Context: an optimization exercise on an open-source flow, tuned for a short achievable clock period and few clock cycles. The choices shown serve that exercise and are no tape-out recipe.
Only simulation tests tie the RTL to the original design; equivalence was not proved.
Power and IR drop assume default switching activity.

## flow/flow/upsize.tcl

```tcl
# Give the small gates of the debug-read tree more drive before placement: every nand2, nor2,
# nand3, nand4, a22oi, o22ai and inverter of drive 0, 1 or 2 becomes the drive-4 cell of the
# same function, and every mux2i of drive 0 or 1 the drive-2 cell (same pins). Registers and
# all other cells are left as synthesis made them.
set db [ord::get_db]
set block [ord::get_db_block]
set n 0
foreach inst [$block getInsts] {
  set m [[$inst getMaster] getName]
  if {[regexp {^(sky130_fd_sc_hd__(?:nand2|nor2|nand3|nand4|a22oi|o22ai|inv))_[012]$} $m -> base]} {
    set new [$db findMaster ${base}_4]
    if {$new ne "NULL" && $new ne ""} { $inst swapMaster $new; incr n }
  } elseif {[regexp {^(sky130_fd_sc_hd__mux2i)_[01]$} $m -> base]} {
    set new [$db findMaster ${base}_2]
    if {$new ne "NULL" && $new ne ""} { $inst swapMaster $new; incr n }
  }
}
puts "upsized $n instances"
```

## flow/constraint.sdc

```tcl
create_clock -name core_clock -period 6.0 [get_ports {ACLK}]
set_input_delay 1.2000 -clock core_clock [delete_from_list [all_inputs] [get_ports {ACLK}]]
set_output_delay 1.2000 -clock core_clock [all_outputs]
set_load 0.01 [all_outputs]
```

## flow/config.mk

```make
export PLATFORM = sky130hd
export DESIGN_NAME = axi_write_responder
export DESIGN_NICKNAME = axi_write_responder
export VERILOG_FILES = /design/flow/design.v
export SDC_FILE = /design/flow/constraint.sdc
export NUM_CORES = 4
export LEC_CHECK = 0
export CAP_MARGIN = 20
export CORE_MARGIN = 2
export CORE_UTILIZATION = 45
export PLACE_DENSITY = 0.6
export SETUP_SLACK_MARGIN = 3.5
export SLEW_MARGIN = 20
export SYNTH_HIERARCHICAL = 1
```

## flow/design.v

```verilog
module axi_write_responder #(
    parameter int DATA_WIDTH = 32,
    parameter int MEM_DEPTH  = 64
) (
    input  logic                         ACLK,
    input  logic                         RESETn,
    input  logic [3:0]                   AWID,
    input  logic [31:0]                  AWADDR,
    input  logic [3:0]                   AWLEN,
    input  logic [2:0]                   AWSIZE,
    input  logic [1:0]                   AWBURST,
    input  logic                         AWVALID,
    output logic                         AWREADY,
    input  logic [3:0]                   WID,
    input  logic [DATA_WIDTH-1:0]        WDATA,
    input  logic [DATA_WIDTH/8-1:0]      WSTRB,
    input  logic                         WLAST,
    input  logic                         WVALID,
    output logic                         WREADY,
    output logic [3:0]                   BID,
    output logic [1:0]                   BRESP,
    output logic                         BVALID,
    input  logic                         BREADY,
    input  logic [$clog2(MEM_DEPTH)-1:0] dbg_addr,
    output logic [DATA_WIDTH-1:0]        dbg_rdata
);
    localparam int IDX_W = $clog2(MEM_DEPTH);
    localparam int NB    = DATA_WIDTH / 8;
    localparam logic [1:0] BURST_FIXED = 2'b00;
    localparam logic [1:0] BURST_INCR  = 2'b01;
    localparam logic [1:0] BURST_WRAP  = 2'b10;
    localparam logic [1:0] BURST_RSVD  = 2'b11;
    localparam logic [1:0] RESP_OKAY   = 2'b00;
    localparam logic [1:0] RESP_SLVERR = 2'b10;
    logic       aw_bad;
    logic [7:0] aw_step;
    logic [7:0] aw_mask;
    always_comb begin
        aw_bad = (AWSIZE > 3'd2) || (AWBURST == BURST_RSVD)
              || ((AWBURST == BURST_WRAP) && !((AWLEN == 4'd1) || (AWLEN == 4'd3) || (AWLEN == 4'd7) || (AWLEN == 4'd15)));
        aw_step = (AWBURST == BURST_FIXED) ? 8'd0 : (8'd1 << AWSIZE[1:0]);
        aw_mask = (AWBURST == BURST_WRAP) ? 8'((({4'd0, AWLEN} + 8'd1) << AWSIZE[1:0]) - 8'd1) : 8'hFF;
    end
    logic       cur_v;
    logic [3:0] cur_id;
    logic [7:0] cur_addr;
    logic [7:0] cur_step;
    logic [7:0] cur_mask;
    logic       cur_bad;
    logic [3:0] cur_rem;      
    logic       cur_over;     
    logic       cur_err;
    logic       nxt_v;
    logic [3:0] nxt_id;
    logic [7:0] nxt_addr;
    logic [7:0] nxt_step;
    logic [7:0] nxt_mask;
    logic       nxt_bad;
    logic [3:0] nxt_len;
    logic       b0_v, b1_v;
    logic [3:0] b0_id, b1_id;
    logic [1:0] b0_resp, b1_resp;
    logic       awready_q;
    logic       wready_q;
    logic [DATA_WIDTH-1:0] mem [MEM_DEPTH];
    logic       aw_fire, w_fire, wl_fire, b_fire;
    logic       byp_q;        
    logic       beat_err, last_err;
    logic [1:0] resp;
    logic [7:0] addr_adv;
    logic [3:0] e_id;
    logic [7:0] e_addr, e_step, e_mask;
    logic       e_bad, e_over, e_err;
    logic [3:0] e_rem;
    assign aw_fire = AWVALID && awready_q;
    assign w_fire  = WVALID && (wready_q || (byp_q && AWVALID));
    assign wl_fire = w_fire && WLAST;
    assign b_fire  = b0_v && BREADY;
    always_comb begin
        if (cur_v) begin
            e_id   = cur_id;
            e_addr = cur_addr;
            e_step = cur_step;
            e_mask = cur_mask;
            e_bad  = cur_bad;
            e_rem  = cur_rem;
            e_over = cur_over;
            e_err  = cur_err;
        end else begin
            e_id   = AWID;
            e_addr = AWADDR[7:0];
            e_step = aw_step;
            e_mask = aw_mask;
            e_bad  = aw_bad;
            e_rem  = AWLEN;
            e_over = 1'b0;
            e_err  = 1'b0;
        end
        beat_err = (WID != e_id) || e_bad || e_over;
        last_err = beat_err || (e_rem != 4'd0);
        resp     = (e_err || last_err) ? RESP_SLVERR : RESP_OKAY;
        addr_adv = (e_addr & ~e_mask) | ((e_addr + e_step) & e_mask);
    end
    always_ff @(posedge ACLK) begin
        if (w_fire && !beat_err) begin
            for (int b = 0; b < NB; b++) begin
                if (WSTRB[b]) mem[e_addr[IDX_W+1:2]][8*b +: 8] <= WDATA[8*b +: 8];
            end
        end
    end
    always_ff @(posedge ACLK) begin
        if (cur_v && wl_fire) begin
            if (nxt_v) begin
                cur_id   <= nxt_id;
                cur_addr <= nxt_addr;
                cur_step <= nxt_step;
                cur_mask <= nxt_mask;
                cur_bad  <= nxt_bad;
                cur_rem  <= nxt_len;
            end else begin
                cur_id   <= AWID;
                cur_addr <= AWADDR[7:0];
                cur_step <= aw_step;
                cur_mask <= aw_mask;
                cur_bad  <= aw_bad;
                cur_rem  <= AWLEN;
            end
        end else begin
            cur_id   <= e_id;
            cur_step <= e_step;
            cur_mask <= e_mask;
            cur_bad  <= e_bad;
            if (w_fire) begin
                cur_addr <= addr_adv;
                cur_rem  <= (e_rem != 4'd0) ? e_rem - 4'd1 : e_rem;
            end else begin
                cur_addr <= e_addr;
                cur_rem  <= e_rem;
            end
        end
        if (aw_fire) begin
            nxt_id   <= AWID;
            nxt_addr <= AWADDR[7:0];
            nxt_step <= aw_step;
            nxt_mask <= aw_mask;
            nxt_bad  <= aw_bad;
            nxt_len  <= AWLEN;
        end
    end
    logic cur_v_d, nxt_v_d, b0_v_d, b1_v_d;
    always_comb begin
        if (!cur_v) begin
            cur_v_d = aw_fire && !wl_fire;
            nxt_v_d = 1'b0;
        end else if (wl_fire) begin
            cur_v_d = nxt_v || aw_fire;
            nxt_v_d = 1'b0;
        end else begin
            cur_v_d = 1'b1;
            nxt_v_d = nxt_v || aw_fire;
        end
        if (!b0_v || b_fire) begin
            b0_v_d = b1_v || wl_fire;
            b1_v_d = 1'b0;
        end else begin
            b0_v_d = 1'b1;
            b1_v_d = b1_v || wl_fire;
        end
    end
    always_ff @(posedge ACLK or negedge RESETn) begin
        if (!RESETn) begin
            cur_v     <= 1'b0;
            nxt_v     <= 1'b0;
            b0_v      <= 1'b0;
            b1_v      <= 1'b0;
            cur_over  <= 1'b0;
            cur_err   <= 1'b0;
            awready_q <= 1'b0;
            wready_q  <= 1'b0;
            byp_q     <= 1'b0;
        end else begin
            cur_v     <= cur_v_d;
            nxt_v     <= nxt_v_d;
            b0_v      <= b0_v_d;
            b1_v      <= b1_v_d;
            awready_q <= !nxt_v_d;
            wready_q  <= cur_v_d && !b1_v_d;
            byp_q     <= !cur_v_d && !b1_v_d;
            if (cur_v && wl_fire) begin
                cur_over <= 1'b0;
                cur_err  <= 1'b0;
            end else if (w_fire) begin
                cur_over <= e_over || (e_rem == 4'd0);
                cur_err  <= e_err || beat_err;
            end else begin
                cur_over <= e_over;
                cur_err  <= e_err;
            end
        end
    end
    always_ff @(posedge ACLK) begin
        if (!b0_v || b_fire) begin
            if (b1_v) begin
                b0_id   <= b1_id;
                b0_resp <= b1_resp;
            end else begin
                b0_id   <= e_id;
                b0_resp <= resp;
            end
        end
        if (wl_fire) begin
            b1_id   <= e_id;
            b1_resp <= resp;
        end
    end
    assign AWREADY   = awready_q;
    assign WREADY    = wready_q || (byp_q && AWVALID);
    assign BVALID    = b0_v;
    assign BID       = b0_id;
    assign BRESP     = b0_resp;
    for (genvar b = 0; b < DATA_WIDTH; b++) begin : g_bit
        logic [5:0] an, ap;       
        logic [7:0] lon;          
        logic [7:0] lo;           
        logic [7:0] hin;          
        logic [7:0] grpn;         
        logic [3:0] p;
        logic [1:0] q;
        for (genvar k = 0; k < 6; k++) begin : g_ain
            axi_wr_inv u_n (.a(dbg_addr[k]), .y(an[k]));
            axi_wr_inv u_p (.a(an[k]), .y(ap[k]));
        end
        for (genvar i = 0; i < 8; i++) begin : g_dec
            axi_wr_nand3 u_lo (
                .a(i[0] ? ap[0] : an[0]),
                .b(i[1] ? ap[1] : an[1]),
                .c(i[2] ? ap[2] : an[2]),
                .y(lon[i])
            );
            axi_wr_inv u_l (.a(lon[i]), .y(lo[i]));
            axi_wr_nand3 u_hi (
                .a(i[0] ? ap[3] : an[3]),
                .b(i[1] ? ap[4] : an[4]),
                .c(i[2] ? ap[5] : an[5]),
                .y(hin[i])
            );
        end
        for (genvar j = 0; j < 8; j++) begin : g_grp
            logic [3:0] t1;
            logic [1:0] t2;
            for (genvar k = 0; k < 4; k++) begin : g_pair
                axi_wr_aoi22 u_a (.a0(mem[8*j+2*k][b]), .s0(lo[2*k]), .a1(mem[8*j+2*k+1][b]), .s1(lo[2*k+1]), .y(t1[k]));
            end
            axi_wr_nand2 u_n0 (.a(t1[0]), .b(t1[1]), .y(t2[0]));
            axi_wr_nand2 u_n1 (.a(t1[2]), .b(t1[3]), .y(t2[1]));
            axi_wr_nor2  u_r  (.a(t2[0]), .b(t2[1]), .y(grpn[j]));
        end
        for (genvar k = 0; k < 4; k++) begin : g_pair2
            axi_wr_oai22 u_o (.a0(grpn[2*k]), .s0(hin[2*k]), .a1(grpn[2*k+1]), .s1(hin[2*k+1]), .y(p[k]));
        end
        axi_wr_nor2  u_r0 (.a(p[0]), .b(p[1]), .y(q[0]));
        axi_wr_nor2  u_r1 (.a(p[2]), .b(p[3]), .y(q[1]));
        axi_wr_nand2 u_n  (.a(q[0]), .b(q[1]), .y(dbg_rdata[b]));
    end
endmodule
module axi_wr_dec3 (
    input  logic [2:0] a,
    output logic [7:0] y
);
    logic [2:0] an;
    logic [7:0] yn;
    for (genvar k = 0; k < 3; k++) begin : g_in
        axi_wr_inv u_i (.a(a[k]), .y(an[k]));
    end
    for (genvar i = 0; i < 8; i++) begin : g_out
        axi_wr_nand3 u_n (
            .a(i[0] ? a[0] : an[0]),
            .b(i[1] ? a[1] : an[1]),
            .c(i[2] ? a[2] : an[2]),
            .y(yn[i])
        );
        axi_wr_inv u_i (.a(yn[i]), .y(y[i]));
    end
endmodule
module axi_wr_inv (
    input  logic a,
    output logic y
);
    assign y = !a;
endmodule
module axi_wr_nand3 (
    input  logic a,
    input  logic b,
    input  logic c,
    output logic y
);
    assign y = !(a && b && c);
endmodule
module axi_wr_aoi22 (
    input  logic a0,
    input  logic s0,
    input  logic a1,
    input  logic s1,
    output logic y
);
    assign y = !((a0 && s0) || (a1 && s1));
endmodule
module axi_wr_oai22 (
    input  logic a0,
    input  logic s0,
    input  logic a1,
    input  logic s1,
    output logic y
);
    assign y = !((a0 || s0) && (a1 || s1));
endmodule
module axi_wr_nand2 (
    input  logic a,
    input  logic b,
    output logic y
);
    assign y = !(a && b);
endmodule
module axi_wr_nor2 (
    input  logic a,
    input  logic b,
    output logic y
);
    assign y = !(a || b);
endmodule
```

## flow/standard.sh

```bash
#!/bin/bash
# synth_recipe.tcl (not shown) runs the flow's synth.tcl, then flattens the netlist and writes it again
# the make line also repeats each setting of config.mk as NAME=value (left out here)
make -C /OpenROAD-flow-scripts/flow DESIGN_CONFIG=/design/flow/config.mk WORK_HOME=/design/flow/orfs CLKGATE_MAP_FILE= SYNTH_SCRIPT=/design/flow/synth_recipe.tcl "${@:-finish}"
```

## flow/flow/run.sh

```bash
#!/bin/bash
# Own layout flow: the standard ORFS flow (standard.sh), with changes that only affect
# which cells make up the combinational logic and port buffers:
#  1. cells that only add delay (delay gates, low-power and delay clock buffers/inverters) are
#     kept out of the logic, so synthesis and timing repair cannot pick them;
#  2. the port buffers that global placement inserts (every input and output still gets one)
#     are plain buffers (buf_4) rather than the delay buffer buffer_ports picks by default;
#  3. after floorplan, the small gates of the debug-read tree get stronger cells (upsize.tcl),
#     before placement, so placement and repair start from stronger gates.
# Registers, power grid, tap cells and every other step are the standard flow's.
# Each tool's full output goes to its own log file in this folder (ORFS also keeps its own
# per-step logs under orfs/logs/).
set -euo pipefail
here=$(pwd)
export DONT_USE_CELLS="sky130_fd_sc_hd__dlygate* sky130_fd_sc_hd__clkdlybuf* sky130_fd_sc_hd__dlymetal* sky130_fd_sc_hd__clkinvlp*"
export BUFFER_PORTS_ARGS="-buffer_cell sky130_fd_sc_hd__buf_4"
res="$here/orfs/results/$FLOW_PLATFORM/axi_write_responder/base"
bash standard.sh floorplan > "$here/log_1_floorplan.log" 2>&1
printf 'read_db %s\nsource %s\nwrite_db %s\n' "$res/2_floorplan.odb" "$here/flow/upsize.tcl" "$res/2_floorplan.odb" > "$here/upsize_run.tcl"
openroad -no_init -exit "$here/upsize_run.tcl" > "$here/log_2_upsize.log" 2>&1
bash standard.sh finish > "$here/log_3_finish.log" 2>&1
```

==> metrics.md, run 1 <==
| Metric | Value |
|---|---|
| Fraction of layout cells with a size suffix above 1 | 0.671 |
| Fmax achieved | 231 MHz |
| Synth-to-layout area growth | 59.9% |
| Crit path time final | 4.34 ns |
| GRT Total Usage | 0.327 |
| CP cell instances | clkbuf_16, buf_16, buf_12, inv_12, nand3_4, inv_6, a22oi_4, nand2_4, nor2_4, o22ai_4, nor2_4, nand2_4, buf_6 |
| Skew final | 0.0368 ns |
| Fin. max-slew vios | 0 |
| Synth top area cells | edfxtp_1 (70%), a22oi_2 (14%), nand3_1 (2.9%), inv_1 (2.8%), nand2_1 (2.8%) |
| DRC violations left | 0 |
| Via Count | 59631 |
| Syn avg cell area | 14.8 sq um |
| Worst IR Drop VDD | 0.376 mV |
| Final Setup Violations | 0 |
| Max H-tree Level | 4 |
| Psw | 10600 uW |
| Gate Count Post-Synth | 6041 |
| Relative slew margins | 0.382 |
| Crit path max fanout | 8 |
| Clock share of power | 0.371 |
| Area share of fa/ha/maj cells after synthesis | 0.00176 |
| Starting Density | 0.453 |
| HP Class | primary input to asynchronous set/reset pin |
| PD cells | 265 nW/um^2 |
| Top-area cell type share of the netlist area | 0.701 |
| CTS tree | done |
| Initial DRC count | 5855 |
| First-pass GRT wire length | 463000 microns |
| GRT overflow | 0 |
| Clock Latency Late Sink | 0.88 ns |
| Post-route cell area | 143000 sq um |
| Post-synthesis mux area share | 0.00435 |
| Largest family of logic cells by synthesized area | compound AO/OA/AOI/OAI gates |
| Largest net degree at the start of global routing | 65 |
| WL/cell | 34.5 microns |
| Total of max-cap violations | 0 |
| Worst EP required | 4.80 ns |
| Final core utilization | 0.724 |
| Chip Width | 450 microns |
| Outcome | complete, no violations |
| Met1 global-route usage | 0.446 |
| Vias/cell | 6.06 |
| Count of flip-flops with a built-in enable after synthesis | 2087 |
| Post-Synth Simple-Gate Area | 0.0876 |
| I/O pin count | 138 |
| Sequential share of the synthesized area | 0.711 |
| CP Class | primary input to output port |
| Chip height | 450 microns |
| M2 GR Usage | 0.498 |
| Top_reg_cell synth | edfxtp_1 |
| Placed Area | 124000 sq um |
| Final worst-path cycle share | 0.723 |
| Critical path launch point type | primary input |
| Initial antenna violation count | 4 |
| RSZ-0062 raised after global routing | true |
| Comb power frac | 0.189 |
| DR pass1 iterations | 5 |
| CP bufs+invs | 6 |
| Clk slew on worst S/H paths | 0.06 ns |
| Area of the die | 202000 sq um |
| CP Capture Type | output port |
| Layer with the highest usage | met2 |
| Post-Synth XOR/XNOR Area | 0.00167 |
| Crit path DAT | 3.14 ns |
| TritonCTS Buffers | 224 |
| HPWL after DPL | 191000 microns |
| # fillers | 11617 |
| Synth Area in Compound Gates | 0.162 |
| Buffers on Ports | 112 |
| Core Region | 197000 sq um |
| GR Util met3 | 0.0534 |
| Sw Share | 0.278 |
| Cell family with most CP delay | buffers and inverters |
| Slowest CP cell | a22oi_4 |
| CP peak stage delay | 0.26 ns |
| Post-synth cell types | 65 |
| Ys async rst share | 0.00423 |
| Leakage power | 0.0590 uW |
| Clock root cell | clkbuf_16 |
| Synth Register Bits | 2129 |
| Net count, final | 7119 |
| Dominant cell type by area after synthesis | edfxtp_1 |
| Final WL | 340000 microns |
| Worst slew pin tran | 0.928 ns |
| Vias in the first global route | 60141 |
| Internal power | 27400 uW |
| Setup Total Neg Slack | 0 ns |
| CTS Sinks | 2129 |
| Row Count | 163 |
| YS warnings | 7 |
| CTS Buffer Depth | 3 |
| Reg power frac | 0.439 |
| Synthesized Nets | 6150 |
| Routed Antenna Nets | 0 |
| Final hold vios | 0 |
| Post-Syn Area | 89400 sq um |
| Routability cong. | 0.830 |
-- cell usage after synthesis, types with 4 or more instances --
master	count
a211oi_1	7
a21o_1	5
a21oi_1	35
a22oi_1	8
a22oi_2	1024
a31oi_1	4
and2_1	9
buf_2	8
buf_6	26
clkbuf_1	12
dfrtp_1	9
dfxtp_1	33
edfxtp_1	2087
ha_1	11
inv_1	656
inv_2	6
mux2_2	10
mux2i_1	24
nand2_1	656
nand2_8	4
nand2b_1	11
nand3_1	515
nand4_1	4
nor2_1	624
nor2b_1	14
nor3_1	8
o211ai_1	8
o21ai_0	20
o21ai_1	8
o22ai_1	132
o31ai_1	4
or3_1	4
xnor2_1	11
xor2_1	6
-- metrics by stage --
stage          cells  total power (uW)  hold WS (ns)  worst slack [ns]
3_5_place_dp    8781             22900         0.493             0.944
4_1_cts         9733             37600        0.0882              1.86
5_1_grt         9838             38900         0.128              1.70
2_1_floorplan   6041             19100         0.450              2.57
3_3_place_gp    8781             22800         0.492             0.954
6_report        9838             38000         0.153              1.66
-- kinds of logic (layout without fill, tap and decap cells) --
group	count (synthesis)	after routing
other	1	2
flip-flops	2129	2129
XOR/XNOR	17	17
adder cells (fa/ha/maj)	12	12
AND/OR/NAND/NOR	1856	1875
AO/OA/AOI/OAI	1279	1279
multiplexers	36	36
buffers and inverters	711	1848
-- final timing paths --
check	startpoint	endpoint	slack (ns)	cells after the start
hold reg to reg	cur_err	cur_err	0.51	1
hold / removal	RESETn	cur_v	0.15	1
setup / recovery	dbg_addr[2]	dbg_rdata[7]	1.66	13
setup reg to reg	cur_v	mem[58][29]	2.43	19
max in group asynchronous	RESETn	cur_v	5.69	1
min in group core_clock	cur_err	cur_err	0.51	1
-- cell usage in the layout, fill, tap and decap left out, types with 10 or more instances in the layout --
| cell | Yosys | layout |
|---|---|---|
| buf_4 | 1 | 150 |
| a21oi_1 | 35 | 31 |
| clkinv_8 | 0 | 15 |
| inv_12 | 0 | 14 |
| o22ai_4 | 0 | 132 |
| inv_16 | 0 | 32 |
| bufinv_16 | 0 | 25 |
| inv_4 | 0 | 302 |
| clkinv_2 | 0 | 32 |
| nor2b_1 | 14 | 12 |
| buf_6 | 26 | 215 |
| buf_16 | 0 | 33 |
| buf_12 | 0 | 350 |
| nand2_4 | 0 | 653 |
| nand2_8 | 4 | 25 |
| nand3_4 | 0 | 515 |
| nor2_4 | 0 | 625 |
| buf_8 | 0 | 21 |
| nand2b_1 | 11 | 11 |
| inv_6 | 0 | 142 |
| a22oi_4 | 0 | 1032 |
| clkinvlp_4 | 0 | 10 |
| o21ai_0 | 20 | 11 |
| clkbuf_16 | 0 | 235 |
| mux2i_2 | 1 | 17 |
| edfxtp_1 | 2087 | 2087 |
| dfxtp_1 | 33 | 33 |
| clkinv_1 | 0 | 46 |
| inv_8 | 0 | 166 |
| clkbuf_1 | 12 | 55 |
-- state kept, by name, summed over array words and instances (netlist names), 4 cells and up --
| signal | flops |
|---|---|
| cur_id | 4 |
| nxt_mask | 8 |
| nxt_len | 4 |
| cur_rem | 4 |
| nxt_step | 4 |
| nxt_addr | 8 |
| cur_mask | 8 |
| cur_addr | 8 |
| b1_id | 4 |
| b0_id | 4 |
| cur_step | 8 |
| nxt_id | 4 |
| mem | 2048 |
-- final cells by class --
type                    count  area [sq um]  share of cell area
repair buffers            773         11900              0.0831
diodes                      1          2.50           0.0000175
inverters                 662          6030              0.0421
clock inverters           125          1270             0.00891
clock buffers             288          6030              0.0421
multi-input cells        3220         50900               0.356
flip-flops and latches   2129         63600               0.445
well taps                2640          3300              0.0231
-- modules after synthesis, one instance, submodules excluded --
module               flops+latches  cells  area, sq um
axi_wr_nand2                     0      1         3.75
axi_wr_inv                       0      1         3.75
axi_wr_aoi22                     0      1         12.5
axi_wr_nor2                      0      1         3.75
axi_wr_nand3                     0      1         5.00
axi_write_responder           2129   2873        67600
axi_wr_oai22                     0      1         6.26
-- repair_timing --
item	in CTS	in global routing
pin swaps	434	210
setup endpoints to repair	2109	2102
gates resized for setup	452	250
buffers inserted	504	102
cloned	35	2
hold buffers	0	0
-- layer usage --
| layer | vias to the layer above | part of all wire |
|---|---|---|
| met1 | 31143 | 0.40 |
| met2 | 2428 | 0.46 |
| met3 | 801 | 0.068 |
| li1 | 25259 | - |
| met4 | 0 | 0.070 |
| met5 | - | 0 |
-- power by group through the flow --
stage | clock network, uW | registers [uW] | logic [uW]
4_1_cts | 14200 | 16700 | 6810
6_report | 14100 | 16700 | 7190
3_3_place_gp | 0 | 17000 | 5830
5_1_grt | 14800 | 16700 | 7480
2_1_floorplan | 0 | 16900 | 2180
3_5_place_dp | 0 | 17000 | 5910
-- worst reg2reg max path, stage by stage, from the launching register on --
cell and delay [ns]:
dfrtp_4 0.48, buf_8 0.16, mux2_4 0.33, xor2_2 0.15, nor3_2 0.18, o211ai_2 0.12, buf_6 0.16, nor2_8 0.20
buf_12 0.15, buf_6 0.09, buf_6 0.10, buf_6 0.09, buf_6 0.08, buf_6 0.10, nand2_8 0.08, buf_6 0.17
buf_6 0.12, buf_6 0.13, nor2_4 0.17, buf_12 0.19
Testbench counts, summed over its fixed seeds: cycles 8,907.
==> run 2, diff against run 1 <==
--- a/flow/design.v
+++ b/flow/design.v
@@ -222,8 +222,9 @@
         logic [5:0] an, ap;       
-        logic [7:0] lon;          
-        logic [7:0] lo;           
+        logic [3:0] mdn;          
         logic [7:0] hin;          
-        logic [7:0] grpn;         
+        logic [31:0] pn;          
+        logic [7:0] gn;           
         logic [3:0] p;
         logic [1:0] q;
+        logic [3:0] s0;           
         for (genvar k = 0; k < 6; k++) begin : g_ain
@@ -232,10 +233,13 @@
         end
-        for (genvar i = 0; i < 8; i++) begin : g_dec
-            axi_wr_nand3 u_lo (
-                .a(i[0] ? ap[0] : an[0]),
-                .b(i[1] ? ap[1] : an[1]),
-                .c(i[2] ? ap[2] : an[2]),
-                .y(lon[i])
+        for (genvar c = 0; c < 4; c++) begin : g_s0
+            axi_wr_inv u_s (.a(an[0]), .y(s0[c]));
+        end
+        for (genvar i = 0; i < 4; i++) begin : g_mdec
+            axi_wr_nand2 u_m (
+                .a(i[0] ? ap[1] : an[1]),
+                .b(i[1] ? ap[2] : an[2]),
+                .y(mdn[i])
             );
-            axi_wr_inv u_l (.a(lon[i]), .y(lo[i]));
+        end
+        for (genvar i = 0; i < 8; i++) begin : g_hdec
             axi_wr_nand3 u_hi (
@@ -247,14 +251,13 @@
         end
+        for (genvar k = 0; k < 32; k++) begin : g_pair
+            axi_wr_mux2i u_m (.a0(mem[2*k][b]), .a1(mem[2*k+1][b]), .s(s0[k/8]), .y(pn[k]));
+        end
         for (genvar j = 0; j < 8; j++) begin : g_grp
-            logic [3:0] t1;
-            logic [1:0] t2;
-            for (genvar k = 0; k < 4; k++) begin : g_pair
-                axi_wr_aoi22 u_a (.a0(mem[8*j+2*k][b]), .s0(lo[2*k]), .a1(mem[8*j+2*k+1][b]), .s1(lo[2*k+1]), .y(t1[k]));
-            end
-            axi_wr_nand2 u_n0 (.a(t1[0]), .b(t1[1]), .y(t2[0]));
-            axi_wr_nand2 u_n1 (.a(t1[2]), .b(t1[3]), .y(t2[1]));
-            axi_wr_nor2  u_r  (.a(t2[0]), .b(t2[1]), .y(grpn[j]));
+            logic [1:0] t;
+            axi_wr_oai22 u_o0 (.a0(pn[4*j+0]), .s0(mdn[0]), .a1(pn[4*j+1]), .s1(mdn[1]), .y(t[0]));
+            axi_wr_oai22 u_o1 (.a0(pn[4*j+2]), .s0(mdn[2]), .a1(pn[4*j+3]), .s1(mdn[3]), .y(t[1]));
+            axi_wr_nor2  u_r  (.a(t[0]), .b(t[1]), .y(gn[j]));
         end
         for (genvar k = 0; k < 4; k++) begin : g_pair2
-            axi_wr_oai22 u_o (.a0(grpn[2*k]), .s0(hin[2*k]), .a1(grpn[2*k+1]), .s1(hin[2*k+1]), .y(p[k]));
+            axi_wr_oai22 u_o (.a0(gn[2*k]), .s0(hin[2*k]), .a1(gn[2*k+1]), .s1(hin[2*k+1]), .y(p[k]));
         end
@@ -265,21 +268,2 @@
 endmodule
-module axi_wr_dec3 (
-    input  logic [2:0] a,
-    output logic [7:0] y
-);
-    logic [2:0] an;
-    logic [7:0] yn;
-    for (genvar k = 0; k < 3; k++) begin : g_in
-        axi_wr_inv u_i (.a(a[k]), .y(an[k]));
-    end
-    for (genvar i = 0; i < 8; i++) begin : g_out
-        axi_wr_nand3 u_n (
-            .a(i[0] ? a[0] : an[0]),
-            .b(i[1] ? a[1] : an[1]),
-            .c(i[2] ? a[2] : an[2]),
-            .y(yn[i])
-        );
-        axi_wr_inv u_i (.a(yn[i]), .y(y[i]));
-    end
-endmodule
 module axi_wr_inv (
@@ -298,10 +282,9 @@
 endmodule
-module axi_wr_aoi22 (
+module axi_wr_mux2i (
     input  logic a0,
-    input  logic s0,
     input  logic a1,
-    input  logic s1,
+    input  logic s,
     output logic y
 );
-    assign y = !((a0 && s0) || (a1 && s1));
+    assign y = !(s ? a1 : a0);
 endmodule
==> flow/flow/run.sh (replaced) <==
#!/bin/bash
# Own layout flow: the standard ORFS flow (standard.sh), with two changes that only affect
# how the combinational logic is sized:
#  1. cells that only add delay (delay gates, low-power and delay clock buffers/inverters) are
#     kept out of the logic, so synthesis and timing repair cannot pick them;
#  2. after floorplan, the small gates of the debug-read tree get stronger cells (upsize.tcl),
#     before placement, so placement and repair start from stronger gates.
# Registers, power grid, tap cells and every other step are the standard flow's.
# Each tool's full output goes to its own log file in this folder (ORFS also keeps its own
# per-step logs under orfs/logs/).
set -euo pipefail
here=$(pwd)
export DONT_USE_CELLS="sky130_fd_sc_hd__dlygate* sky130_fd_sc_hd__clkdlybuf* sky130_fd_sc_hd__dlymetal* sky130_fd_sc_hd__clkinvlp*"
res="$here/orfs/results/$FLOW_PLATFORM/axi_write_responder/base"
bash standard.sh floorplan > "$here/log_1_floorplan.log" 2>&1
printf 'read_db %s\nsource %s\nwrite_db %s\n' "$res/2_floorplan.odb" "$here/flow/upsize.tcl" "$res/2_floorplan.odb" > "$here/upsize_run.tcl"
openroad -no_init -exit "$here/upsize_run.tcl" > "$here/log_2_upsize.log" 2>&1
bash standard.sh finish > "$here/log_3_finish.log" 2>&1
==> run 2 against run 1 <==
Compared with the run above:
- worst setup slack better by 0.11 ns
- critical path depth down 1
- register-to-register slack better by 0.46 ns
- largest power group unchanged
==> metrics.md, run 2 <==
| Metric | Value |
|---|---|
| Met2 routed WL | 148000 microns |
| Hold buffers post-CTS | 0 |
| Vias in the first global route | 57361 |
| CP cell instances | buf_16, buf_16, buf_16, inv_8, inv_4, nand2_8, o22ai_4, nor2_4, o22ai_4, nor2_4, nand2_4, dlygate4sd2_1 |
| Final hold vios | 0 |
| Largest net degree at the start of global routing | 65 |
| Clk slew on worst S/H paths | 0.06 ns |
| Area of the die | 196000 sq um |
| Fmax achieved | 237 MHz |
| Cell family with most CP delay | buffers and inverters |
| Crit path time final | 4.22 ns |
| Post-Synth XOR/XNOR Area | 0.00172 |
| Max FFs per register | 2048 |
| Fraction of layout cells with a size suffix above 1 | 0.650 |
| Critical Path Most Common Cell | buf_16 |
| Clock root cell | clkbuf_16 |
| GRT Total Usage | 0.312 |
| Syn avg cell area | 15.1 sq um |
| Crit path DAT | 3.02 ns |
| Max H-tree Level | 4 |
| Commonest cells after routing, fill and taps aside | edfxtp_1 (2087), o22ai_4 (644), nor2_4 (624), mux2i_4 (551), mux2i_2 (498) |
| Top-area cell type share of the netlist area | 0.723 |
| Net count, final | 6839 |
| Synth top area cells | edfxtp_1 (72%), mux2i_1 (12%), o22ai_1 (4.6%), nor2_1 (2.7%), inv_1 (2.1%) |
| Gate Count Post-Synth | 5753 |
| Clock Latency Late Sink | 0.87 ns |
| Final Setup Violations | 0 |
| Slowest CP cell | dlygate4sd2_1 |
| Cells after DPL | 8391 |
| Top layer reached by signal wires | met5 |
| Chip height | 443 microns |
| Placed Area | 115000 sq um |
| Crit path max fanout | 8 |
| Final core utilization | 0.736 |
| Worst IR Drop VDD | 0.307 mV |
| DR pass1 iterations | 7 |
| Final WL | 303000 microns |
| First-pass GRT wire length | 432000 microns |
| CP bufs+invs | 6 |
| Routability cong. | 0.810 |
| Fin. max-slew vios | 0 |
| Post-synth cell types | 64 |
| Fin worst setup slack | 1.78 ns |
| Largest family of logic cells by synthesized area | multiplexers |
| Relative slew margins | 0.221 |
| CP peak stage delay | 0.28 ns |
| Buffers on Ports | 112 |
| Worst EP required | 4.80 ns |
| TritonCTS Buffers | 223 |
| Via Count | 56002 |
| HP Class | flip-flop to flip-flop |
| Finished Layout Cells | 9446 |
| Vias/cell | 5.93 |
| Total of max-cap violations | 0 |
| Dominant cell type by area after synthesis | edfxtp_1 |
| RSZ-0062 raised after global routing | true |
| Post-synthesis mux area share | 0.123 |
| Setup Total Neg Slack | 0 ns |
| WL/cell | 32.1 microns |
| Final worst-path cycle share | 0.704 |
| Core Region | 192000 sq um |
| Met3 routed WL | 18800 microns |
| CP Class | primary input to output port |
| Sequential share of the synthesized area | 0.733 |
| Post-Synth Simple-Gate Area | 0.0589 |
| PD cells | 268 nW/um^2 |
| Ys async rst share | 0.00423 |
| HPWL after DPL | 189000 microns |
| Row Count | 161 |
| GRT overflow | 0 |
| Area share of fa/ha/maj cells after synthesis | 0.00182 |
| Synth Register Bits | 2129 |
| Routed Antenna Nets | 0 |
| Critical path launch point type | primary input |
| Count of flip-flops with a built-in enable after synthesis | 2087 |
| CTS Sinks | 2129 |
| Synthesized Nets | 5862 |
| Place WS | 0.725 ns |
| Synth Area in Compound Gates | 0.0558 |
| CTS Buffer Depth | 3 |
| Initial DRC count | 4524 |
| Synth-to-layout area growth | 63.0% |
| Initial antenna violation count | 6 |
| DRC violations left | 0 |
| Worst hold path depth | 1 |
| Worst R2R Path Depth | 14 |
| Outcome | complete, no violations |
| Worst slew pin tran | 1.16 ns |
| WL met1 | 124000 microns |
| Most numerous cell in the Yosys netlist | edfxtp_1 |
| Post-Syn Area | 86700 sq um |
| Starting Density | 0.452 |
| Commonest non-fill, non-tap cell in the layout | edfxtp_1 |
| Leakage power | 0.0427 uW |
| CTS tree | done |
| Skew final | 0.0200 ns |
| YS warnings | 7 |
| CP Capture Type | output port |
| Top_reg_cell synth | edfxtp_1 |
| Synth cell count leaders | edfxtp_1 (2087), mux2i_1 (1048), o22ai_1 (644) |
| Post-route cell area | 141000 sq um |
| Chip Width | 443 microns |
| I/O pin count | 138 |
| Critical path depth in cells | 12 |
## run 2: cell types whose count changed after synthesis
cell,delta
o22ai_1,+512
inv_1,-160
a22oi_2,-1024
mux2i_1,+1024
nand3_1,-256
nand2_1,-384
## run 2: routing by layer
layer / track usage / vias to the layer above
li1: - / 24619
met1: 0.429 / 29330
met2: 0.503 / 1605
met3: 0.0577 / 446
met4: 0.106 / 2
met5: 0 / -
## run 2: timing repair
action / 4_1_cts / 5_1_grt
gates cloned: 38 / 0
pin swaps: 491 / 195
gates resized for setup: 1417 / 401
setup buffers: 526 / 76
endpoints found under the setup margin: 2122 / 2104
## run 2: final timing paths
check | slack, ns | endpoint | start
min | 0.50 | cur_step[7] | cur_step[7]
max in group asynchronous | 5.06 | cur_v | RESETn
min reg2reg | 0.50 | cur_step[7] | cur_step[7]
min in group asynchronous | 0.62 | wready_q | RESETn
max reg2reg | 2.89 | mem[23][4] | cur_v
max | 1.78 | dbg_rdata[26] | dbg_addr[2]
## run 2: Yosys stat by module (local to each module, per instance)
| module | copies in the design | cells inside | area, sq um |
|---|---|---|---|
| axi_wr_nand3 | 256 | 1 | 5.00 |
| axi_wr_inv | 480 | 1 | 3.75 |
| axi_wr_mux2i | 1024 | 1 | 10.0 |
| axi_wr_nor2 | 320 | 1 | 3.75 |
| axi_write_responder | 1 | 2873 | 67600 |
| axi_wr_oai22 | 640 | 1 | 6.26 |
| axi_wr_nand2 | 160 | 1 | 3.75 |
## run 2: stage by stage
stage	hold WS (ns)	total power, uW
6_report	0.497	37800
5_1_grt	0.510	38900
4_1_cts	0.501	37600
3_5_place_dp	0.491	23000
3_3_place_gp	0.490	22900
2_1_floorplan	0.450	18800
## run 2: final cells by class
class                      instances  area, sq um
sequential                      2129        63600
fill                           11132        50600
multi-input combinational       3082        50400
timing repair buffer             792        12300
clock buffer                     282         5870
inverter                         502         5010
tap                             2526         3160
clock inverter                   131         1050
antenna                            2         5.00
## run 2: cell families after synthesis
logic type,after synthesis
simple gates,1216
other cells,1
flops,2129
mux,1060
compound gates,767
fa+ha+maj,12
xor+xnor,17
buf+inv,551
## run 2: where the power goes
part           switching, uW  total (uW)  internal (uW)
registers                128       16700          16500
logic                   4740        7890           3150
clock network           5790       13300           7490
total                  10700       37800          27200
## run 2: worst register-to-register path, cell delays in order (launching register included)
cell and delay [ns]:
dfrtp_4 0.54, buf_6 0.15, mux2i_4 0.20, xnor2_1 0.15, nor3_2 0.26, o211ai_4 0.15, nor2_8 0.15, buf_12 0.16
buf_12 0.17, nand2_8 0.11, buf_12 0.23, buf_16 0.13, buf_12 0.13, nor2_4 0.13, buf_12 0.16
Testbench counts of run 2, summed over its fixed seeds: cycles 8,907.
==> run 3, diff against run 2 <==
--- a/flow/config.mk
+++ b/flow/config.mk
@@ -10,3 +10,3 @@
 export CORE_UTILIZATION = 45
-export PLACE_DENSITY = 0.6
+export PLACE_DENSITY = 0.7
 export SETUP_SLACK_MARGIN = 3.5
==> run 3 against run 2 <==
Compared with the run above:
- routed wire length rose by 5.1%
- synthesized cell count is the same
- highest routed layer unchanged
- total power down 0.98%
- non-clock buffer count is 21 lower
- area after synthesis unchanged
- first-iteration DRC count is 23% higher
- clock power hardly changed
==> metrics.md, run 3 <==
| Metric | Value |
|---|---|
| Outcome | complete, no violations |
| Row Count | 161 |
| YS warnings | 7 |
| Critical Path Most Common Cell | buf_16 |
| Synth top area cells | edfxtp_1 (72%), mux2i_1 (12%), o22ai_1 (4.6%), nor2_1 (2.7%), inv_1 (2.1%) |
| Syn avg cell area | 15.1 sq um |
| Core Region | 192000 sq um |
| Initial DRC count | 5558 |
| Commonest non-fill, non-tap cell in the layout | edfxtp_1 |
| CP Capture Type | output port |
| Critical hold path startpoint | cur_step[7] |
| Sw Share | 0.282 |
| Setup Total Neg Slack | 0 ns |
| Hold EP | cur_step[7] |
| # fillers | 10720 |
| Net count, final | 6810 |
| Worst EP required | 4.80 ns |
| Synthesized Nets | 5862 |
| Routed Antenna Nets | 0 |
| GRT Total Usage | 0.323 |
| Top-area cell type share of the netlist area | 0.723 |
| Relative slew margins | 0.260 |
| Vias/cell | 6.12 |
| Final Setup Violations | 0 |
| Worst r2r src | cur_v |
| Crit path max fanout | 8 |
| CTS Sinks | 2129 |
| Clk slew on worst S/H paths | 0.06 ns |
| Buffers on Ports | 112 |
| Cell family with most CP delay | buffers and inverters |
| Chip height | 443 microns |
| Final core utilization | 0.732 |
| CP cell instances | buf_16, buf_16, buf_16, inv_16, inv_16, mux2i_4, o22ai_4, nor2_4, o22ai_4, nor2_4, nand2_4, buf_6 |
| R2r setup slk | 2.82 ns |
| Count of flip-flops with a built-in enable after synthesis | 2087 |
| TritonCTS Buffers | 217 |
| Via Count | 57625 |
| Top_reg_cell synth | edfxtp_1 |
| Synth cell count leaders | edfxtp_1 (2087), mux2i_1 (1048), o22ai_1 (644) |
| Largest net degree at the start of global routing | 65 |
| Power Total | 37500 uW |
| Synth-to-layout area growth | 62.0% |
| Internal power | 26900 uW |
| Crit path time final | 4.25 ns |
| Max H-tree Level | 4 |
| Leakage power | 0.0428 uW |
| Vias in the first global route | 58448 |
| Synth Register Bits | 2129 |
| I/O pin count | 138 |
| Post-Syn Area | 86700 sq um |
| GRT overflow | 0 |
| Final hold vios | 0 |
| DR pass1 iterations | 6 |
| Initial antenna violation count | 4 |
| HPWL after DPL | 185000 microns |
| CP peak stage delay | 0.31 ns |
| Worst r2r dst | mem[38][29] |
| Worst hold path depth | 1 |
| Slowest CP cell | mux2i_4 |
| Comb power frac | 0.198 |
| CP bufs+invs | 6 |
| Clock Latency Late Sink | 0.91 ns |
| CTS Buffer Depth | 3 |
| Final hold slack | 0.510 ns |
| Worst slew pin tran | 1.11 ns |
| Post-synth cell types | 64 |
| Area of the die | 196000 sq um |
| CP Class | primary input to output port |
| Starting Density | 0.452 |
| Clock root cell | clkbuf_16 |
| Fin. max-slew vios | 0 |
| Fmax achieved | 235 MHz |
| RSZ-0062 raised after global routing | true |
| Worst IR Drop VDD | 0.349 mV |
| Routability cong. | 0.820 |
| Total of max-cap violations | 0 |
| Skew final | 0.0399 ns |
| Dominant cell type by area after synthesis | edfxtp_1 |
| Most numerous cell in the Yosys netlist | edfxtp_1 |
| Reg power frac | 0.445 |
| Commonest cells after routing, fill and taps aside | edfxtp_1 (2087), o22ai_4 (644), nor2_4 (625), mux2i_4 (560), mux2i_2 (489) |
| Chip Width | 443 microns |
| Worst R2R Path Depth | 16 |
| Ys async rst share | 0.00423 |
| First-pass GRT wire length | 444000 microns |
| Fraction of layout cells with a size suffix above 1 | 0.652 |
| WL/cell | 33.9 microns |
| Max FFs per register | 2048 |
| Gate Count Post-Synth | 5753 |
| Clock share of power | 0.357 |
| Critical path launch point type | primary input |
| Sequential share of the synthesized area | 0.733 |
| CTS tree | done |
| Psw | 10600 uW |
| Final worst-path cycle share | 0.709 |
| PD cells | 267 nW/um^2 |
| HP Class | flip-flop to flip-flop |
| Crit path DAT | 3.05 ns |
| DRC violations left | 0 |
| Final WL | 319000 microns |
run 3: cell counts after synthesis:
Identical to the previous run, type by type.
run 3: metrics by stage:
| step | setup WS (ns) | area [sq um] | std cells |
|---|---|---|---|
| after global routing | 1.75 | 140000 | 9409 |
| after floorplan | 2.57 | 87300 | 5753 |
| after detailed placement | 0.851 | 115000 | 8389 |
| after CTS | 1.80 | 138000 | 9351 |
| final | 1.75 | 140000 | 9412 |
| after global placement | 0.927 | 115000 | 8389 |
run 3: worst max path at each step:
stage | start | endpoint | slack, ns | cells after the start
after floorplan | AWLEN[1] | mem[16][0] | 2.57 | 10
after global placement | AWLEN[0] | mem[39][31] | 0.93 | 10
after detailed placement | AWLEN[0] | mem[38][31] | 0.85 | 10
after CTS | dbg_addr[0] | dbg_rdata[15] | 1.80 | 12
after global routing | dbg_addr[0] | dbg_rdata[4] | 1.75 | 12
final | dbg_addr[0] | dbg_rdata[16] | 1.75 | 12
run 3: modules after synthesis (local to each module, per instance):
module | cell area, sq um | flops+latches | cells
axi_wr_nand3 | 5.00 | 0 | 1
axi_write_responder | 67600 | 2129 | 2873
axi_wr_inv | 3.75 | 0 | 1
axi_wr_nand2 | 3.75 | 0 | 1
axi_wr_oai22 | 6.26 | 0 | 1
axi_wr_mux2i | 10.0 | 0 | 1
axi_wr_nor2 | 3.75 | 0 | 1
run 3: repair_timing:
| action | 4_1_cts | 5_1_grt |
|---|---|---|
| endpoints found under the setup margin | 2126 | 2111 |
| hold buffers | 0 | 0 |
| cloned | 36 | 1 |
| pin swaps | 479 | 153 |
| setup buffers | 525 | 54 |
| resized for setup | 1411 | 324 |
| endpoints found under the hold margin | 0 | 0 |
run 3: layout make-up:
cell class / count / area (sq um) / share of cell area
multi-input cells: 3080 / 50100 / 0.357
diodes: 3 / 7.51 / 0.0000534
repair buffers: 771 / 11700 / 0.0833
flip-flops and latches: 2129 / 63600 / 0.453
inverters: 502 / 4940 / 0.0352
clock inverters: 140 / 1340 / 0.00957
clock buffers: 261 / 5630 / 0.0400
well taps: 2526 / 3160 / 0.0225
run 3: cell families (layout without fill, tap and decap cells):
kind of cell / Yosys count / after routing / synth area share
AOI/OAI and AO/OA: 767 / 767 / 0.0558
other: 1 / 4 / 0.0000432
muxes: 1060 / 1060 / 0.123
and+or+nand+nor: 1216 / 1223 / 0.0589
xor gates and xnor gates: 17 / 17 / 0.00172
DFF: 2129 / 2129 / 0.733
adders and majority gates: 12 / 12 / 0.00182
buffers and inverters: 551 / 1674 / 0.0263
run 3: worst register-to-register path, cell delays in order (launching register included):
cell	delay (ns)
dfrtp_4	0.49
buf_12	0.14
buf_6	0.11
mux2i_4	0.19
xnor2_2	0.17
nor3_4	0.25
o211ai_4	0.14
nor2_8	0.14
buf_12	0.14
buf_6	0.11
buf_12	0.11
nand2_8	0.13
buf_12	0.20
buf_12	0.14
buf_6	0.12
nor2_4	0.12
buf_12	0.17
run 3: power by group through the flow:
stage,clock (uW),combinational (uW),sequential [uW]
floorplan,0,1920,16900
global placement,0,5830,17000
detailed placement,0,5910,17000
CTS,13500,7060,16700
global route,14100,7670,16700
finish,13400,7410,16700
run 3: per-layer routing:
layer | GRT usage | part of all wire | vias up
met4 | 0.179 | 0.063 | 13
met1 | 0.426 | 0.38 | 29984
li1 | - | - | 24427
met5 | 0.00220 | 0.00099 | -
met2 | 0.506 | 0.48 | 2487
met3 | 0.0612 | 0.074 | 714
==> run 4, diff against run 3 <==
--- a/flow/design.v
+++ b/flow/design.v
@@ -228,9 +228,9 @@
         logic [1:0] q;
-        logic [3:0] s0;           
         for (genvar k = 0; k < 6; k++) begin : g_ain
             axi_wr_inv u_n (.a(dbg_addr[k]), .y(an[k]));
-            axi_wr_inv u_p (.a(an[k]), .y(ap[k]));
-        end
-        for (genvar c = 0; c < 4; c++) begin : g_s0
-            axi_wr_inv u_s (.a(an[0]), .y(s0[c]));
+            if (k > 0) begin : g_p
+                axi_wr_inv u_p (.a(an[k]), .y(ap[k]));
+            end else begin : g_np
+                assign ap[k] = dbg_addr[k];
+            end
         end
@@ -252,3 +252,3 @@
         for (genvar k = 0; k < 32; k++) begin : g_pair
-            axi_wr_mux2i u_m (.a0(mem[2*k][b]), .a1(mem[2*k+1][b]), .s(s0[k/8]), .y(pn[k]));
+            axi_wr_mux2i u_m (.a0(mem[2*k+1][b]), .a1(mem[2*k][b]), .s(an[0]), .y(pn[k]));
         end
--- a/flow/config.mk
+++ b/flow/config.mk
@@ -10,3 +10,3 @@
 export CORE_UTILIZATION = 45
-export PLACE_DENSITY = 0.7
+export PLACE_DENSITY = 0.6
 export SETUP_SLACK_MARGIN = 3.5
==> run 4 against run 3 <==
Compared with the run above:
- clock-buffer cell count is 17 higher
- synthesized cell count is 2.2% lower
- critical endpoint is now dbg_rdata[26]
- largest cell class unchanged
- combinational power is 2% lower
- core utilization is 0.82 points higher
- sequential share of layout area is 0.13 points lower
- area after synthesis is 0.55% lower
- routed wire length is 0.48% higher
- worst hold slack better by 0.0097 ns
- worst setup slack worse by 0.24 ns
- highest routed layer unchanged
- total power is 1.6% higher
- non-clock buffer count is 236 higher
==> metrics.md, run 4 <==
| Metric | Value |
|---|---|
| Synth top area cells | edfxtp_1 (73%), mux2i_1 (12%), o22ai_1 (4.7%), nor2_1 (2.7%), inv_1 (1.6%) |
| Final hold slack | 0.519 ns |
| Outcome | complete, no violations |
| PD cells | 270 nW/um^2 |
| Relative slew margins | 0.256 |
| GRT Total Usage | 0.318 |
| Max FFs per register | 2048 |
| Largest net degree at the start of global routing | 65 |
| CP Class | primary input to output port |
| Crit path time final | 4.49 ns |
| Routability cong. | 0.832 |
| CP Capture Type | output port |
| Clock root cell | clkbuf_16 |
| Leakage power | 0.0440 uW |
| Core Region | 190000 sq um |
| Final worst-path cycle share | 0.748 |
| Fraction of layout cells with a size suffix above 1 | 0.658 |
| Ys async rst share | 0.00423 |
| Chip height | 442 microns |
| Worst R2R Path Depth | 15 |
| Synth cell count leaders | edfxtp_1 (2087), mux2i_1 (1048), o22ai_1 (644) |
| Vias/cell | 6.08 |
| Crit path max fanout | 5 |
| Final hold vios | 0 |
| Setup Total Neg Slack | 0 ns |
| CTS Sinks | 2129 |
| HP Class | flip-flop to flip-flop |
| Max H-tree Level | 4 |
| Comb power frac | 0.191 |
| Skew final | 0.0347 ns |
| Routed Antenna Nets | 0 |
| # fillers | 10690 |
| Via Count | 57887 |
| Internal power | 27700 uW |
| Chip Width | 442 microns |
| Fin worst setup slack | 1.51 ns |
| YS warnings | 7 |
| Worst hold path depth | 2 |
| First-pass GRT wire length | 435000 microns |
| Count of flip-flops with a built-in enable after synthesis | 2087 |
| Top-area cell type share of the netlist area | 0.727 |
| Gate Count Post-Synth | 5625 |
| HPWL after DPL | 174000 microns |
| Hold buffers post-CTS | 0 |
| Initial antenna violation count | 6 |
| Total of max-cap violations | 0 |
| Fmax achieved | 223 MHz |
| Final WL | 320000 microns |
| Place WS | 0.589 ns |
| Cells after DPL | 8286 |
| Final Setup Violations | 0 |
| Reg power frac | 0.438 |
| Crit path DAT | 3.29 ns |
| Clock Latency Late Sink | 0.89 ns |
| Dominant cell type by area after synthesis | edfxtp_1 |
| WL/cell | 33.6 microns |
| Top_reg_cell synth | edfxtp_1 |
| Starting Density | 0.453 |
| Post-Syn Area | 86200 sq um |
| Worst IR Drop VDD | 0.447 mV |
| Vias in the first global route | 57512 |
| Most numerous cell in the Yosys netlist | edfxtp_1 |
| Finished Layout Cells | 9520 |
| Synthesized Nets | 5734 |
| Fin. max-slew vios | 0 |
| Initial DRC count | 5892 |
| DRC violations left | 0 |
| Psw | 10300 uW |
| Sw Share | 0.271 |
| CTS tree | done |
| Critical path launch point type | primary input |
| GRT overflow | 0 |
| Commonest non-fill, non-tap cell in the layout | edfxtp_1 |
| Clk slew on worst S/H paths | 0.06 ns |
| Area of the die | 195000 sq um |
| Clock share of power | 0.370 |
| Buffers on Ports | 112 |
| I/O pin count | 138 |
| Worst slew pin tran | 1.12 ns |
| Synth Register Bits | 2129 |
| Post-synth cell types | 64 |
| DR pass1 iterations | 8 |
| Net count, final | 6923 |
| TritonCTS Buffers | 220 |
| Sequential share of the synthesized area | 0.737 |
| CTS Buffer Depth | 3 |
| Commonest cells after routing, fill and taps aside | edfxtp_1 (2087), o22ai_4 (644), nor2_4 (624), mux2i_2 (602), mux2i_4 (447) |
| Syn avg cell area | 15.3 sq um |
| RSZ-0062 raised after global routing | true |
| Synth-to-layout area growth | 63.3% |
| Worst EP required | 4.80 ns |
| Row Count | 160 |
[run 4: area by class of cell]
type / count / area (sq um) / share of cell area
Timing Repair Buffer: 1007 / 16000 / 0.114
Tap cell: 2511 / 3140 / 0.0223
Clock buffer: 278 / 5870 / 0.0417
Clock inverter: 137 / 1510 / 0.0107
Sequential cell: 2129 / 63600 / 0.451
Multi-Input combinational cell: 3080 / 48300 / 0.343
Timing Repair inverter: 2 / 15.0 / 0.000107
Antenna cell: 2 / 5.00 / 0.0000355
Inverter: 374 / 2400 / 0.0170
[run 4: through the flow]
| step | power [uW] | cell area, sq um | utilization |
|---|---|---|---|
| floorplan | 18900 | 88700 | - |
| global placement | 22600 | 115000 | 0.605 |
| detailed placement | 22700 | 115000 | 0.605 |
| CTS | 37700 | 136000 | 0.716 |
| global route | 39000 | 141000 | 0.740 |
| finish | 38000 | 141000 | 0.740 |
[run 4: Yosys stat by module (local to each module, per instance)]
module,flops+latches,times used,cells inside
axi_wr_inv,0,352,1
axi_wr_mux2i,0,1024,1
axi_wr_nand2,0,160,1
axi_wr_nand3,0,256,1
axi_wr_nor2,0,320,1
axi_wr_oai22,0,640,1
axi_write_responder,2129,1,2873
[run 4: final timing paths]
kind	start	endpoint	slack [ns]
setup / recovery	dbg_addr[0]	dbg_rdata[26]	1.51
hold / removal	nxt_addr[6]	cur_addr[6]	0.52
setup reg to reg	cur_v	mem[49][22]	2.77
hold reg to reg	nxt_addr[6]	cur_addr[6]	0.52
max in group asynchronous	RESETn	cur_v	5.01
min in group asynchronous	RESETn	cur_v	0.64
[run 4: critical path: stages]
cell and delay (ns):
buf_16 0.13, buf_12 0.14, buf_16 0.15, buf_4 0.15, clkinvlp_4 0.18, buf_6 0.19
mux2i_2 0.36, o22ai_4 0.14, nor2_4 0.14, o22ai_4 0.08, nor2_4 0.13, nand2_4 0.10
buf_6 0.14
[run 4: power by group through the flow]
stage               Combinational (uW)  Sequential [uW]  Clock (uW)
finish                            7270            16700       14100
global route                      7560            16700       14800
CTS                               6800            16700       14200
detailed placement                5670            17000           0
global placement                  5600            17000           0
floorplan                         2030            16900           0
[run 4: timing repair]
item                        CTS  global route
gates cloned                 67            44
setup endpoints to repair  2132          2101
gates resized for setup     728           466
buffers inserted            626            78
pin swaps                   336           340
[run 4: cells by family (layout without fill, tap and decap cells)]
family	after synthesis	after routing	share of synthesized area
flip-flops	2129	2129	0.737
multiplexers	1060	1060	0.123
other	1	3	0.0000435
AO/OA/AOI/OAI	767	767	0.0561
buffers and inverters	423	1798	0.0208
XOR/XNOR	17	17	0.00173
adder cells (fa/ha/maj)	12	12	0.00183
AND/OR/NAND/NOR	1216	1223	0.0592
[run 4: per-layer routing]
metal / share of wire / routed length (microns) / track usage
met1: 0.40 / 127000 / 0.437
met2: 0.47 / 150000 / 0.489
met3: 0.080 / 25600 / 0.0616
met4: 0.057 / 18300 / 0.153
met5: 0.000022 / 7 / 0
Testbench counts of run 4, summed over its fixed seeds: cycles 8,907.
==> run 5, diff against run 4 <==
--- a/flow/design.v
+++ b/flow/design.v
@@ -228,9 +228,9 @@
         logic [1:0] q;
+        logic [3:0] s0;           
         for (genvar k = 0; k < 6; k++) begin : g_ain
             axi_wr_inv u_n (.a(dbg_addr[k]), .y(an[k]));
-            if (k > 0) begin : g_p
-                axi_wr_inv u_p (.a(an[k]), .y(ap[k]));
-            end else begin : g_np
-                assign ap[k] = dbg_addr[k];
-            end
+            axi_wr_inv u_p (.a(an[k]), .y(ap[k]));
+        end
+        for (genvar c = 0; c < 4; c++) begin : g_s0
+            axi_wr_inv u_s (.a(an[0]), .y(s0[c]));
         end
@@ -252,3 +252,3 @@
         for (genvar k = 0; k < 32; k++) begin : g_pair
-            axi_wr_mux2i u_m (.a0(mem[2*k+1][b]), .a1(mem[2*k][b]), .s(an[0]), .y(pn[k]));
+            axi_wr_mux2i u_m (.a0(mem[2*k][b]), .a1(mem[2*k+1][b]), .s(s0[k/8]), .y(pn[k]));
         end
--- a/flow/flow/run.sh
+++ b/flow/flow/run.sh
@@ -1,7 +1,9 @@
 #!/bin/bash
-# Own layout flow: the standard ORFS flow (standard.sh), with two changes that only affect
-# how the combinational logic is sized:
+# Own layout flow: the standard ORFS flow (standard.sh), with changes that only affect
+# which cells make up the combinational logic and port buffers:
 #  1. cells that only add delay (delay gates, low-power and delay clock buffers/inverters) are
 #     kept out of the logic, so synthesis and timing repair cannot pick them;
-#  2. after floorplan, the small gates of the debug-read tree get stronger cells (upsize.tcl),
+#  2. the port buffers that global placement inserts (every input and output still gets one)
+#     are plain buffers (buf_4) rather than the delay buffer buffer_ports picks by default;
+#  3. after floorplan, the small gates of the debug-read tree get stronger cells (upsize.tcl),
 #     before placement, so placement and repair start from stronger gates.
@@ -13,2 +15,3 @@
 export DONT_USE_CELLS="sky130_fd_sc_hd__dlygate* sky130_fd_sc_hd__clkdlybuf* sky130_fd_sc_hd__dlymetal* sky130_fd_sc_hd__clkinvlp*"
+export BUFFER_PORTS_ARGS="-buffer_cell sky130_fd_sc_hd__buf_4"
 res="$here/orfs/results/$FLOW_PLATFORM/axi_write_responder/base"
==> run 5 against run 4 <==
Compared with the run above:
- routed wire length increased by 0.65%
- clock skew shrank 0.010 ns
- area after synthesis rose by 0.56%
- non-clock buffer count is 276 lower
- sequential share of layout area grew 0.33 points
- critical path type unchanged
- largest power group unchanged
==> metrics.md, run 5 <==
| Metric | Value |
|---|---|
| Crit path max fanout | 8 |
| GRT overflow | 0 |
| Final Setup Violations | 0 |
| Initial DRC count | 5291 |
| Initial antenna violation count | 6 |
| Routed Antenna Nets | 0 |
| Critical path launch point type | primary input |
| Ys async rst share | 0.00423 |
| Crit path time final | 4.20 ns |
| YS warnings | 7 |
| Synth cell count leaders | edfxtp_1 (2087), mux2i_1 (1048), o22ai_1 (644) |
| Clock share of power | 0.368 |
| Net count, final | 6783 |
| Max FFs per register | 2048 |
| Synth Area in Compound Gates | 0.0558 |
| Count of flip-flops with a built-in enable after synthesis | 2087 |
| Top-area cell type share of the netlist area | 0.723 |
| Place WS | 1.01 ns |
| Setup Total Neg Slack | 0 ns |
| Final WL | 322000 microns |
| Starting Density | 0.452 |
| Comb power frac | 0.191 |
| Relative slew margins | 0.414 |
| Sw Share | 0.276 |
| Post-Synth XOR/XNOR Area | 0.00172 |
| Dominant cell type by area after synthesis | edfxtp_1 |
| Via Count | 57278 |
| Fin worst setup slack | 1.80 ns |
| First-pass GRT wire length | 443000 microns |
| Largest net degree at the start of global routing | 65 |
| Max H-tree Level | 4 |
| Area share of fa/ha/maj cells after synthesis | 0.00182 |
| Fmax achieved | 238 MHz |
| Clk slew on worst S/H paths | 0.06 ns |
| Top_reg_cell synth | edfxtp_1 |
| Final core utilization | 0.728 |
| Most numerous cell in the Yosys netlist | edfxtp_1 |
| Post-synth cell types | 64 |
| CTS Buffer Depth | 3 |
| Crit path DAT | 3.00 ns |
| Fraction of layout cells with a size suffix above 1 | 0.654 |
| Post-synthesis mux area share | 0.123 |
| Hold buffers post-CTS | 0 |
| WL/cell | 34.3 microns |
| Psw | 10400 uW |
| HPWL after DPL | 182000 microns |
| Skew final | 0.0245 ns |
| Synth top area cells | edfxtp_1 (72%), mux2i_1 (12%), o22ai_1 (4.6%), nor2_1 (2.7%), inv_1 (2.1%) |
| Vias/cell | 6.09 |
| Row Count | 161 |
| Buffers on Ports | 112 |
| CTS Sinks | 2129 |
| # diodes | 0 |
| I/O pin count | 138 |
| Sequential share of the synthesized area | 0.733 |
| DRC violations left | 0 |
| Leakage power | 0.0428 uW |
| Power Total | 37900 uW |
| Gate Count Post-Synth | 5753 |
| Routability cong. | 0.848 |
| Seq. cell area | 63600 sq um |
| CP Class | primary input to output port |
| Clock Latency Late Sink | 0.89 ns |
| Multi-input gate area | 49700 sq um |
| Core Region | 192000 sq um |
| TritonCTS Buffers | 225 |
| Synthesized Nets | 5862 |
| Chip height | 443 microns |
| HP Class | primary input to asynchronous set/reset pin |
| Reg power frac | 0.440 |
| Area of the die | 196000 sq um |
| # fillers | 11153 |
| Final hold vios | 0 |
| Chip Width | 443 microns |
| Post-Synth Simple-Gate Area | 0.0589 |
| Worst IR Drop VDD | 0.340 mV |
| Total of max-cap violations | 0 |
| Outcome | complete, no violations |
| Internal power | 27400 uW |
| GRT Total Usage | 0.324 |
| Synth-to-layout area growth | 61.2% |
| Commonest non-fill, non-tap cell in the layout | edfxtp_1 |
| PD cells | 271 nW/um^2 |
| Worst R2R Path Depth | 15 |
| CP Capture Type | output port |
| DR pass1 iterations | 5 |
| Commonest cells after routing, fill and taps aside | edfxtp_1 (2087), o22ai_4 (644), nor2_4 (624), mux2i_4 (566), mux2i_2 (483) |
| RSZ-0062 raised after global routing | true |
| Syn avg cell area | 15.1 sq um |
| Vias in the first global route | 57816 |
| Worst slew pin tran | 0.880 ns |
| Largest family of logic cells by synthesized area | multiplexers |
| Fin. max-slew vios | 0 |
| Synth Register Bits | 2129 |
| Post-Syn Area | 86700 sq um |
| CTS tree | done |
| Worst EP required | 4.80 ns |
| Final worst-path cycle share | 0.700 |
| Clock root cell | clkbuf_16 |
-- run 5: changes by cell type in the layout (fill, tap and decap cells not counted), sizes merged, moves of 7 or more --
cell | before | now
buf | 922 | 730
clkinvlp | 39 | 8
clkbuf | 324 | 285
clkinv | 98 | 132
bufinv | 29 | 22
inv | 347 | 480
clkdlybuf4s50 | 22 | 0
-- run 5: worst paths after layout --
kind | slack [ns] | endpoint | start
worst max register to register | 2.72 | mem[53][0] | cur_v
worst min register to register | 0.49 | cur_step[7] | cur_step[7]
worst min-delay path | 0.14 | cur_err | RESETn
worst max-delay path | 1.80 | dbg_rdata[21] | dbg_addr[0]
min in group core_clock | 0.49 | cur_step[7] | cur_step[7]
max in group asynchronous | 5.69 | cur_v | RESETn
-- run 5: cell families (layout without fill, tap and decap cells) --
group,after synthesis,after routing
adder cells (fa/ha/maj),12,12
other,1,1
multiplexers,1060,1060
AND/OR/NAND/NOR,1216,1228
buffers and inverters,551,1658
AO/OA/AOI/OAI,767,767
XOR/XNOR,17,17
flip-flops,2129,2129
-- run 5: metal layers --
| layer | GRT usage | routed length, microns | vias to the layer above |
|---|---|---|---|
| li1 | - | - | 24377 |
| met5 | 0 | 38 | - |
| met1 | 0.440 | 129000 | 29968 |
| met4 | 0.160 | 18500 | 6 |
| met2 | 0.503 | 151000 | 2189 |
| met3 | 0.0602 | 23700 | 738 |
-- run 5: stage by stage --
stage / hold slack, ns / instance area (sq um) / instances
2_1_floorplan: 0.450 / 87300 / 5753
3_3_place_gp: 0.479 / 115000 / 8374
3_5_place_dp: 0.474 / 115000 / 8376
4_1_cts: 0.0792 / 135000 / 9333
5_1_grt: 0.115 / 140000 / 9398
6_report: 0.141 / 140000 / 9398
-- run 5: layout make-up --
type	count	area share
timing repair buffer	731	0.0826
clock inverter	140	0.00939
inverter	502	0.0326
multi-input combinational	3085	0.355
sequential	2129	0.455
tap	2526	0.0226
clock buffer	285	0.0429
-- run 5: per-module statistics from Yosys, one instance, submodules excluded, excerpt --
module / cell area [sq um] / cells / flip-flops and latches
axi_wr_nor2: 3.75 / 1 / 0
axi_wr_nand3: 5.00 / 1 / 0
axi_wr_nand2: 3.75 / 1 / 0
axi_write_responder: 67600 / 2873 / 2129
axi_wr_oai22: 6.26 / 1 / 0
axi_wr_mux2i: 10.0 / 1 / 0
-- run 5: worst max-delay path: stages --
cell	delay [ns]
buf_16	0.15
buf_16	0.17
buf_12	0.17
inv_12	0.09
inv_12	0.12
mux2i_2	0.36
o22ai_4	0.15
nor2_4	0.13
o22ai_4	0.08
nor2_4	0.10
nand2_4	0.08
buf_4	0.15
-- run 5: power by group through the flow --
stage / clock, uW / sequential (uW) / combinational (uW)
2_1_floorplan: 0 / 16900 / 1920
3_3_place_gp: 0 / 17000 / 5710
3_5_place_dp: 0 / 17000 / 5780
4_1_cts: 14100 / 16700 / 6890
5_1_grt: 14700 / 16700 / 7550
6_report: 13900 / 16700 / 7250
-- run 5: timing repair --
item,in CTS,in global routing
resized for setup,793,623
setup endpoints to repair,2103,2094
buffers inserted,497,65
hold endpoints to repair,0,0
gates cloned,35,0
pin swaps,327,141
Testbench counts of run 5, summed over its fixed seeds: cycles 8,907.

## separate check: timing with driven ports
How much do the figures lean on ideal ports? The routed layouts below were timed once more, with nothing changed but the port constraints.
Step 1, drivers: a clkbuf_16 drives ACLK and a buf_2 each remaining input, both assumed.
Step 2 adds t to the input delays and takes it off the output delays; t is the mean of the earliest and latest rising clock arrival at the registers after step 1. Input paths then give back, and output paths get back, about the clock's delay inside the block.
a / b / c = no drivers / after step 1 / after step 2; a / b = the first two.
run | t, ns | slack for setup (ns) | worst hold slack (ns)
run 1 | 0.954 | 1.664 / 1.478 / 1.478 | 0.153 / 0.088 / 0.510
run 2 | 0.956 | 1.777 / 1.487 / 1.487 | 0.497 / 0.497 / 0.497
run 3 | 0.974 | 1.748 / 1.584 / 1.584 | 0.510 / 0.510 / 0.510
run 4 | 0.974 | 1.512 / 1.440 / 1.440 | 0.519 / 0.519 / 0.519
run 5 | 0.968 | 1.799 / 1.710 / 1.710 | 0.141 / 0.078 / 0.486
After both steps every run listed still meets setup and hold. The setup slack of run 2, which loses most, moves by -0.290 ns with the drivers and by -0.290 ns with both steps.
